This design comes from an exercise in tuning for small area on the open sky130 flow, not from production work. For this run, only the layout was checked, not whether the RTL still works. No activity file was given, so power comes from the tool's default toggle rates.

===== flow/design.v =====
module lw_hmac_key_loader #(
    parameter int WORD_SIZE = 64,
    parameter int KEY_WORDS = 16,
    parameter int LEN_W     = 8
) (
    input  logic                              clk_i,
    input  logic                              rst_i,
    input  logic                              clear_i,
    input  logic [WORD_SIZE-1:0]              in_data_i,
    input  logic                              in_valid_i,
    input  logic                              in_last_i,
    input  logic [$clog2(WORD_SIZE/8):0]      in_bytes_i,
    output logic                              in_ready_o,
    input  logic                              emit_i,
    output logic [WORD_SIZE-1:0]              key_o,
    output logic                              key_valid_o,
    input  logic                              key_ready_i,
    output logic                              key_loaded_o,
    output logic [LEN_W-1:0]                  key_len_o,
    output logic                              busy_o,
    output logic                              err_o,
    output logic [1:0]                        state_o
);
    localparam int BYTES = WORD_SIZE / 8;
    localparam int BW    = $clog2(BYTES) + 1;
    localparam int CW    = $clog2(KEY_WORDS) + 1;
    localparam int IW    = $clog2(KEY_WORDS);
    typedef enum logic [1:0] {
        ST_IDLE = 2'd0,
        ST_LOAD = 2'd1,
        ST_HELD = 2'd2,
        ST_EMIT = 2'd3
    } state_t;
    state_t                 state_q;
    logic [WORD_SIZE-1:0]   buf_q [KEY_WORDS];
    logic [CW-1:0]          wr_cnt_q;    
    logic [IW-1:0]          rd_idx_q;    
    logic                   drop_q;      
    logic                   in_fire;
    logic [IW-1:0]          rd_next;
    logic [WORD_SIZE-1:0]   next_word;
    logic [WORD_SIZE-1:0]   first_word;
    assign state_o = state_q;
    assign in_fire = in_valid_i && in_ready_o;
    function automatic logic [WORD_SIZE-1:0] mask_word(
        input logic [WORD_SIZE-1:0] w,
        input logic [BW-1:0]        n
    );
        logic [WORD_SIZE-1:0] r;
        r = '0;
        for (int b = 0; b < BYTES; b++) begin
            if (b < n) begin
                r[WORD_SIZE-1-8*b -: 8] = w[WORD_SIZE-1-8*b -: 8];
            end
        end
        mask_word = r;
    endfunction
    always_comb begin
        rd_next    = rd_idx_q + IW'(1);
        next_word  = '0;
        first_word = '0;
        if ({1'b0, rd_next} < wr_cnt_q) begin
            next_word = buf_q[rd_next];
        end
        if (wr_cnt_q != '0) begin
            first_word = buf_q[0];
        end
    end
    always_ff @(posedge clk_i) begin
        if (rst_i || clear_i) begin
            state_q      <= ST_IDLE;
            wr_cnt_q     <= '0;
            rd_idx_q     <= '0;
            drop_q       <= 1'b0;
            in_ready_o   <= 1'b1;
            key_o        <= '0;
            key_valid_o  <= 1'b0;
            key_loaded_o <= 1'b0;
            key_len_o    <= '0;
            busy_o       <= 1'b0;
            err_o        <= 1'b0;
            for (int i = 0; i < KEY_WORDS; i++) begin
                buf_q[i] <= '0;
            end
        end else begin
            case (state_q)
                ST_IDLE, ST_HELD: begin
                    if (in_fire) begin
                        for (int i = 0; i < KEY_WORDS; i++) begin
                            buf_q[i] <= '0;
                        end
                        wr_cnt_q     <= CW'(1);
                        err_o        <= 1'b0;
                        drop_q       <= 1'b0;
                        key_loaded_o <= 1'b0;
                        if (in_last_i) begin
                            buf_q[0]     <= mask_word(in_data_i, in_bytes_i);
                            key_len_o    <= LEN_W'(in_bytes_i);
                            key_loaded_o <= 1'b1;
                            busy_o       <= 1'b0;
                            state_q      <= ST_HELD;
                        end else begin
                            buf_q[0]  <= in_data_i;
                            key_len_o <= '0;
                            busy_o    <= 1'b1;
                            state_q   <= ST_LOAD;
                        end
                    end else if (emit_i && state_q == ST_HELD) begin
                        rd_idx_q    <= '0;
                        key_o       <= first_word;
                        key_valid_o <= 1'b1;
                        in_ready_o  <= 1'b0;
                        busy_o      <= 1'b1;
                        state_q     <= ST_EMIT;
                    end
                end
                ST_LOAD: begin
                    if (in_fire) begin
                        if (drop_q) begin
                            if (in_last_i) begin
                                drop_q  <= 1'b0;
                                busy_o  <= 1'b0;
                                state_q <= ST_IDLE;
                            end
                        end else if (wr_cnt_q == CW'(KEY_WORDS)) begin
                            err_o        <= 1'b1;
                            key_loaded_o <= 1'b0;
                            key_len_o    <= '0;
                            wr_cnt_q     <= '0;
                            for (int i = 0; i < KEY_WORDS; i++) begin
                                buf_q[i] <= '0;
                            end
                            if (in_last_i) begin
                                busy_o  <= 1'b0;
                                state_q <= ST_IDLE;
                            end else begin
                                drop_q <= 1'b1;
                            end
                        end else begin
                            buf_q[wr_cnt_q[IW-1:0]] <= in_last_i ?
                                mask_word(in_data_i, in_bytes_i) : in_data_i;
                            wr_cnt_q <= wr_cnt_q + CW'(1);
                            if (in_last_i) begin
                                key_len_o    <= LEN_W'(wr_cnt_q) * LEN_W'(BYTES)
                                                + LEN_W'(in_bytes_i);
                                key_loaded_o <= 1'b1;
                                busy_o       <= 1'b0;
                                state_q      <= ST_HELD;
                            end
                        end
                    end
                end
                ST_EMIT: begin
                    if (key_valid_o && key_ready_i) begin
                        if (rd_idx_q == IW'(KEY_WORDS - 1)) begin
                            key_valid_o <= 1'b0;
                            key_o       <= '0;
                            in_ready_o  <= 1'b1;
                            busy_o      <= 1'b0;
                            rd_idx_q    <= '0;
                            state_q      <= ST_HELD;
                        end else begin
                            rd_idx_q <= rd_next;
                            key_o    <= next_word;
                        end
                    end
                end
                default: begin
                    state_q <= ST_IDLE;
                end
            endcase
        end
    end
endmodule

===== flow/run.sh =====
#!/bin/bash
# synth_recipe.tcl (not shown) runs the flow's synth.tcl, then flattens the netlist and writes it again
# the make line also repeats each setting of config.mk as NAME=value (left out here)
make -C /OpenROAD-flow-scripts/flow DESIGN_CONFIG=/design/flow/config.mk WORK_HOME=/design/flow/orfs CLKGATE_MAP_FILE= SYNTH_SCRIPT=/design/flow/synth_recipe.tcl finish

===== flow/config.mk =====
export PLATFORM = sky130hd
export DESIGN_NAME = lw_hmac_key_loader
export DESIGN_NICKNAME = lw_hmac_key_loader
export VERILOG_FILES = /design/flow/design.v
export SDC_FILE = /design/flow/constraint.sdc
export NUM_CORES = 4
export LEC_CHECK = 0
export CAP_MARGIN = 20
export CORE_MARGIN = 2
export CORE_UTILIZATION = 40
export SLEW_MARGIN = 20

===== flow/constraint.sdc =====
create_clock -name core_clock -period 6.0 [get_ports {clk_i}]
set_input_delay 1.2000 -clock core_clock [delete_from_list [all_inputs] [get_ports {clk_i}]]
set_output_delay 1.2000 -clock core_clock [all_outputs]
set_load 0.01 [all_outputs]

==> flow_summary.json <==
{
  "p_sw_mw": 3.62,
  "clk_path_buf_depth": 3,
  "grt_pass1_wl_um": 205000,
  "slowest_delay_ps": 830,
  "netSwitchingFraction": 0.216,
  "overflow": 0,
  "start_util": 0.401,
  "pwr-share-clk": 0.430,
  "synth_fp_nets": 3416,
  "grt_max_degree": 131,
  "fmax_mhz": 233,
  "timing.final.crit_share": 0.716,
  "yosysMostFrequentCell": "nor2_1",
  "root_buffer": "clkbuf_16",
  "routed_wl_um": 141000,
  "use_met2": 0.376,
  "synthArstFlopShare": 0,
  "yosysSeqAreaShare": 0.678,
  "remaining_drc_errors": 0,
  "rsz0062_at_grt": "false",
  "dieArea_um2": 123000,
  "core-area_um2": 119000,
  "clock_latency_ps": 710,
  "worstPathMaxFanout": 16,
  "seqPwrFrac": 0.526,
  "htree_levels": 3,
  "power.internal_mw": 13.2,
  "fin_crit_ps": 4300,
  "first_pass_iters": 5,
  "use_met3": 0.0485,
  "synth_ff_type": "edfxtp_1",
  "synthTopCellsByArea": "edfxtp_1 (64%), mux4_2 (12%), nor2_1 (8.1%)",
  "end_kind": "register",
  "pwr-share-comb": 0.043,
  "grt_use_total": 0.231,
  "area_delta_synth_final_pct": 14.3,
  "yosys_warnings": 1,
  "cts_tree": "yes",
  "cts.sinks": 1113,
  "use_met1": 0.313,
  "cp_data_required_time_ps": 6430,
  "post_drt_wl_per_cell_um": 27.9,
  "dp_hpwl_um": 76600,
  "synth_edf_count": 1024,
  "status": "no timing/DRC/antenna violations",
  "num_vias": 29000,
  "cp_slowest_cell": "clkdlybuf4s50_1",
  "finalClockSkew_ps": 23.6,
  "antenna_found_initial": 3,
  "synth_top_cell_by_area": "edfxtp_1",
  "setup_viol": 0,
  "finalPower_mw": 16.8,
  "routabilityCongestion": 0.815,
  "postCtsHoldBufs": 0,
  "power_density_nw_per_um2": 306,
  "synth_common_cells": "nor2_1 (1030), edfxtp_1 (1024), mux4_2 (256)",
  "io_buffers": 153,
  "p_leak_nw": 20.3,
  "viasPerCell": 5.72,
  "whs_ps": 495,
  "cts_buffers": 115,
  "finish.instance_area_um2": 54800,
  "synth_cell_types": 57,
  "yosysTopAreaCellShare": 0.641,
  "finalSetupTns_ps": 0,
  "cts.repair.resized": 0,
  "nets": 3443,
  "grt_pass1_vias": 29400,
  "hp-class": "register to register",
  "maxSlewHeadroom": 0.187,
  "avgSynthCellArea_um2": 14.4,
  "ant_nets": 0,
  "top_usage_layer": "met2",
  "dpl-instance-area_um2": 50900,
  "die_h_um": 350,
  "drtIter0Drc": 3146,
  "cap_viol_max_count": 0,
  "synth-seq-cells": 1113,
  "diodes": 0,
  "drive_gt1_frac": 0.194,
  "die_w_um": 350,
  "rows": 127,
  "vdd_ir_drop_max_uv": 246,
  "cp.arrival_ps": 4730,
  "crit_chain": "clkdlybuf4s50_1 > nand2b_1 > or2_1 > or3_1 > nand2_1 > nor2_1",
  "io_pins": 154,
  "synth_area_um2": 48000,
  "netlist_instances": 3331,
  "critPathKind": "input pin to register",
  "finalHoldViolCount": 0,
  "cts.clk_slew.worst_paths_ps": 60,
  "postCtsSetupBuffers": 0,
  "start_kind": "input pin",
  "tightestPinTransition_ps": 1220,
  "maxSlewViolCount": 0
}
-- cells by family after synthesis --
kind of cell / Yosys count / share of synthesized area
AOI/OAI and AO/OA: 305 / 0.0371
xor gates and xnor gates: 8 / 0.00162
adders and majority gates: 10 / 0.00261
buffers and inverters: 314 / 0.0320
DFF: 1113 / 0.678
muxes: 386 / 0.151
and+or+nand+nor: 1195 / 0.0976
-- worst max-delay path: cells and delay by family --
| family | cells | cell delay, ps |
|---|---|---|
| buf+inv | 1 | 830 |
| simple gates | 5 | 2660 |
-- through the flow --
| stage | worst slack (ps) | cells | utilization |
|---|---|---|---|
| floorplan | 777 | 3331 | - |
| detailed placement | 1070 | 4852 | 0.426 |
| global route | 1590 | 5071 | 0.459 |
| finish | 1700 | 5071 | 0.459 |
| CTS | 1830 | 5070 | 0.458 |
| global placement | 1140 | 4852 | 0.426 |
-- layout by cell type (no fill, tap or decap), types with 7 or more instances in the layout --
cell and count:
nand2_4 29, buf_4 49, clkinv_2 14, ha_1 9, clkdlybuf4s50_1 153, inv_1 7
bufinv_16 7, a22oi_1 68, clkbuf_16 117, nor2_1 1029, nand3_1 10, mux2_2 128
and3_1 20, clkbuf_8 25, edfxtp_1 1024, nand2_1 70, buf_12 13, clkbuf_1 42
mux4_2 256, a21oi_1 143, o21ai_0 71, dfxtp_1 88
-- registers in the layout, indices dropped and copies added (netlist names) --
signal	count
key_valid_o	1
wr_cnt_q	5
key_loaded_o	1
key_o	64
state_q	2
key_len_o	8
drop_q	1
in_ready_o	1
err_o	1
rd_idx_q	4
busy_o	1
buf_q	1024
-- metal layers --
| layer | vias to the layer above | share of wire |
|---|---|---|
| met5 | - | 0.00021 |
| met4 | 6 | 0.027 |
| met3 | 231 | 0.094 |
| met2 | 1390 | 0.48 |
| met1 | 15100 | 0.40 |
| li1 | 12300 | - |
-- power groups by stage --
stage | combinational, mW | clock (mW) | sequential, mW
2_1_floorplan | 0.404 | 0 | 8.97
4_1_cts | 0.729 | 7.30 | 8.84
5_1_grt | 0.772 | 7.61 | 8.86
3_3_place_gp | 0.723 | 0 | 8.99
3_5_place_dp | 0.726 | 0 | 9.00
6_report | 0.728 | 7.22 | 8.84
-- layout make-up --
cell class | instances | area, um2
multi-input cells | 1904 | 14200
clock buffers | 184 | 3430
flip-flops and latches | 1113 | 32500
fillers | 10500 | 64700
inverters | 7 | 26.3
clock inverters | 34 | 378
well taps | 1612 | 2020
repair buffers | 217 | 2200
-- path summary, 6_finish.rpt --
path,startpoint,end,slack [ps],cells after the start
worst max-delay path,in_last_i,buf_q[2][58],1700,6
worst min-delay path,key_loaded_o,key_loaded_o,490,2
worst max register to register,state_q[0],buf_q[7][4],2080,6
worst min register to register,key_loaded_o,key_loaded_o,490,2

-- port drivers added, routing unchanged --
How much do the figures lean on ideal ports? The routed layout below was timed once more, with nothing changed but the port constraints.
Step 1, drivers: a clkbuf_16 drives clk_i and a buf_2 each remaining input, both assumed.
Step 2 also shifts input and output timing later by t, the mid clock arrival at the registers, as if the neighbouring blocks saw the same clock.
Slacks: ideal / step 1 / step 2; pairs: ideal / step 1.
shift t [ns]: 0.778
slack for setup (ns): 1.704 / 1.756 / 0.978
worst setup path at the end: input to register
After both steps setup and hold are still met in this run. For this run, drivers alone change the setup slack by +0.052 ns; drivers and shift together by -0.726 ns.
